Background: an optimization exercise with open tools, aiming at small area, a short achievable clock period and few clock cycles per item. Do not read the settings as production practice. At most, simulation tests tie the RTL to the original design; equivalence was not proved. Power figures rest on the tool's default switching activity, not on a simulated workload.

Setup of exp/amber:
Design bresenham_line_stepper_top, start of the top module:
module bresenham_line_stepper_top (
    input  wire logic                            aclk,
    input  wire logic                            aresetn,
    input  wire logic                            cfg_wr_en,
    input  wire logic [bls_pkg::CFG_IDX_W-1:0]   cfg_index,
    input  wire logic [bls_pkg::CFG_DATA_W-1:0]  cfg_wdata,
    input  wire logic                            s_tvalid,
    output logic                                 s_tready,
    input  wire logic [103:0]                    s_tdata,
    input  wire logic                            s_tuser,
    output logic                                 m_tvalid,
    input  wire logic                            m_tready,
    output logic [103:0]                         m_tdata,
    output logic                                 m_tuser,
    output logic                                 m_tlast
);
Size: about 2,900 cells after synthesis, about 280 flip-flops, ~250 I/O pins, roughly 25,000 sq um of cells after synthesis.
clock: 8.5 ns
lec_check: 0
abc_clock_period_in_ps: 4000
cap_margin: 20
core_margin: 2
core_utilization: 40
setup_slack_margin: 4.3
slew_margin: 20
run.sh (not shown) runs the stock make flow with config.mk's settings and CLKGATE_MAP_FILE= SYNTH_SCRIPT=/design/flow/synth_recipe.tcl, a recipe that flattens the netlist after the stock synthesis.
exp/amber: full flow OK, the timing, design-rule and antenna checks passed
#### Input delta (exp/quartz over exp/amber)
- TNS_END_PERCENT now 100, previously not set
- ABC_CLOCK_PERIOD_IN_PS no longer set, was 4000
- SETUP_SLACK_MARGIN now 5, was 4.3
### Flow results
Delta (exp/quartz minus exp/amber): logic depth of the worst path, buffers included now smaller, sequential fraction of design power comparable.
Max freq exp/amber -> exp/quartz: improved
exp/quartz ended up with more standard cells than exp/amber.
Part of the power in the clock network of exp/quartz is on par with exp/amber.
Function was not checked in any run of this note: the RTL went through the layout flow alone.

Another version of the RTL of bresenham_line_stepper_top (not shown whole).
Size: ~0.024 mm² of cells after synthesis.
==> flow/config.mk <==
export PLATFORM = sky130hd
export DESIGN_NAME = bresenham_line_stepper_top
export DESIGN_NICKNAME = bresenham_line_stepper_top
export VERILOG_FILES = /design/flow/design.v
export SDC_FILE = /design/flow/constraint.sdc
export NUM_CORES = 4
export LEC_CHECK = 0
export CAP_MARGIN = 20
export CORE_MARGIN = 2
export CORE_UTILIZATION = 40
export CTS_BUF_LIST = sky130_fd_sc_hd__clkbuf_16
export CTS_CLUSTER_DIAMETER = 80
export CTS_CLUSTER_SIZE = 40
export SETUP_SLACK_MARGIN = 3.85
export SLEW_MARGIN = 20
==> flow/constraint.sdc <==
create_clock -name core_clock -period 8.5 [get_ports {aclk}]
set_input_delay 1.7000 -clock core_clock [delete_from_list [all_inputs] [get_ports {aclk}]]
set_output_delay 1.7000 -clock core_clock [all_outputs]
set_load 0.01 [all_outputs]
standard.sh (not shown) runs the stock make flow with config.mk's settings and CLKGATE_MAP_FILE= SYNTH_SCRIPT=/design/flow/synth_recipe.tcl, a recipe that flattens the netlist after the stock synthesis.
==> flow/flow/run.sh <==
#!/bin/bash
# The standard layout (the standard.sh), with the port buffers made from buf_1 cells
# instead of the buffer that buffer_ports picks by default. Every port still gets a buffer.
set -euo pipefail
export BUFFER_PORTS_ARGS="-buffer_cell sky130_fd_sc_hd__buf_1"
bash standard.sh > standard.log 2>&1
The starting point completed with no timing, DRC or antenna violations.
Testbench counts at the start, summed over its fixed seeds: cycles 300,770, items 279,162.
Next try:
- SETUP_SLACK_MARGIN: 3.85 -> 4.0
The changed run produced a clean layout.
Global-route usage climbs by 0.13 points.
Count of clock-buffer cells in the layout climbs by 2.
Fmax climbs by 1.2%.
Utilization went up by 1.4 points.
Wire length climbs by 1.8%.
Setup slack gains 0.056 ns.
First-iteration DRC count is higher by 17%.

bresenham_line_stepper_top, a different RTL version from the one above (not shown whole).
Size: roughly 290 flip-flops, roughly 250 I/O pins, about 23000 um2 of cells after synthesis.
// bresenham_line_stepper_top
module bresenham_line_stepper_top (
    input  wire logic                            aclk,
    input  wire logic                            aresetn,
    input  wire logic                            cfg_wr_en,
    input  wire logic [bls_pkg::CFG_IDX_W-1:0]   cfg_index,
    input  wire logic [bls_pkg::CFG_DATA_W-1:0]  cfg_wdata,
    input  wire logic                            s_tvalid,
    output logic                                 s_tready,
    input  wire logic [103:0]                    s_tdata,
    input  wire logic                            s_tuser,
    output logic                                 m_tvalid,
    input  wire logic                            m_tready,
    output logic [103:0]                         m_tdata,
    output logic                                 m_tuser,
    output logic                                 m_tlast
);
    localparam int LW = 29;             
    logic [WIN_W-1:0]   win_width_reg;
    logic [WIN_W-1:0]   win_height_reg;
    logic [PITCH_W-1:0] row_pitch_reg;
    logic [BPP_W-1:0]   bpp_reg;
    logic [COLOR_W-1:0] default_color_reg;
    always_ff @(posedge aclk) begin
        if (!aresetn) begin
            win_width_reg     <= WIN_WIDTH_RST;
  ...
Settings: LEC_CHECK=0, CAP_MARGIN=20, CORE_MARGIN=2, CORE_UTILIZATION=40, SETUP_SLACK_MARGIN=4.0, SLEW_MARGIN=20; clock period 8.5 ns.
run.sh (not shown) runs the stock make flow with config.mk's settings and CLKGATE_MAP_FILE= SYNTH_SCRIPT=/design/flow/synth_recipe.tcl, a recipe that flattens the netlist after the stock synthesis.
Stock flow here: none of the scripts above is used.
The starting point finished clean.
Testbench counts at the start, summed over its fixed seeds: cycles 300,770, items 279,162.
==> next run, changes <==
==> flow/flow/run.sh (new file) <==
#!/bin/bash
# The standard layout (the standard.sh), with the port buffers made from buf_1 cells
# instead of the buffer that buffer_ports picks by default. Every port still gets a buffer.
set -euo pipefail
export BUFFER_PORTS_ARGS="-buffer_cell sky130_fd_sc_hd__buf_1"
bash standard.sh > standard.log 2>&1
==> flow/standard.sh (new file) <==
#!/bin/bash
# synth_recipe.tcl (not shown) runs the flow's synth.tcl, then flattens the netlist and writes it again
# the make line also repeats each setting of config.mk as NAME=value (left out here)
make -C /OpenROAD-flow-scripts/flow DESIGN_CONFIG=/design/flow/config.mk WORK_HOME=/design/flow/orfs CLKGATE_MAP_FILE= SYNTH_SCRIPT=/design/flow/synth_recipe.tcl "${@:-finish}"
- CTS_BUF_LIST: unset -> sky130_fd_sc_hd__clkbuf_8
- CTS_CLUSTER_SIZE: unset -> 30
- SETUP_SLACK_MARGIN: 4.0 -> 3.75
removed: flow/run.sh
Outcome: Clock power came out lower by about 10%; combinational power came out lower by 10%; power came out lower by 8.4%; global-route usage came out lower by 1.0 points; via count came out lower by 0.77%; hold slack is about the same; core utilization came out lower by 4.1 points; final area came out lower by 8.0%.
==> next run, changes <==
- CTS_BUF_LIST: sky130_fd_sc_hd__clkbuf_8 -> unset
- CTS_CLUSTER_SIZE: 30 -> unset
- SETUP_SLACK_MARGIN: 3.75 -> 4.25
=>
- The new run finished clean
- via count rises slightly
- sequential share of layout area falls by 1.5 points
- design area rises by a few percent
- fmax rises slightly
- global-route usage rises by 1.2 points
- sequential power hardly moves
- register-to-register slack improves by 70 ps
- routed wire length rises by a few percent
- count of clock-buffer cells in the layout falls by 9
- worst setup slack improves by 71 ps

[port drivers added, routing unchanged]
How much do the figures lean on ideal ports? The routed layouts below were timed once more, with nothing changed but the port constraints. Step 1 assumes that a clkbuf_16 drives the clock port and a buf_2 every other input. Step 2 moves the port delays by t, midway between the first and last clock arrival at a register: inputs arrive t later, outputs are due t later. That takes back most of the time a late clock gives input paths. Slacks: ideal ports / drivers / drivers and shift; pairs: ideal ports / drivers.
run | t, ns | slack for setup (ns) | hold WS [ns] | worst data-port slew with drivers (ns) | pins driven straight from the clock port
exp/amber | 0.609 | 3.488 / 3.488 / 2.958 | 0.463 / 0.463 / 0.463 | 0.11 | 1
exp/quartz | 0.641 | 3.653 / 3.622 / 2.981 | 0.466 / 0.466 / 0.466 | 0.19 | 1
the first run of note 2 | 0.649 | 3.664 / 3.664 / 3.421 | 0.468 / 0.468 / 0.468 | 0.08 | 1
the second run of note 2 | 0.648 | 3.720 / 3.720 / 3.412 | 0.466 / 0.466 / 0.466 | 0.08 | 1
the first run of note 3 | 0.623 | 3.823 / 3.823 / 3.550 | 0.463 / 0.463 / 0.463 | 0.09 | 1
the second run of note 3 | 0.737 | 3.675 / 3.675 / 3.253 | 0.463 / 0.463 / 0.463 | 0.11 | 1
the third run of note 3 | 0.617 | 3.747 / 3.747 / 3.747 | 0.466 / 0.466 / 0.466 | 0.11 | 1
After both steps setup and hold are still met in every run listed. For exp/quartz, which loses most, drivers alone change the setup slack by -0.031 ns; drivers and shift together by -0.672 ns.
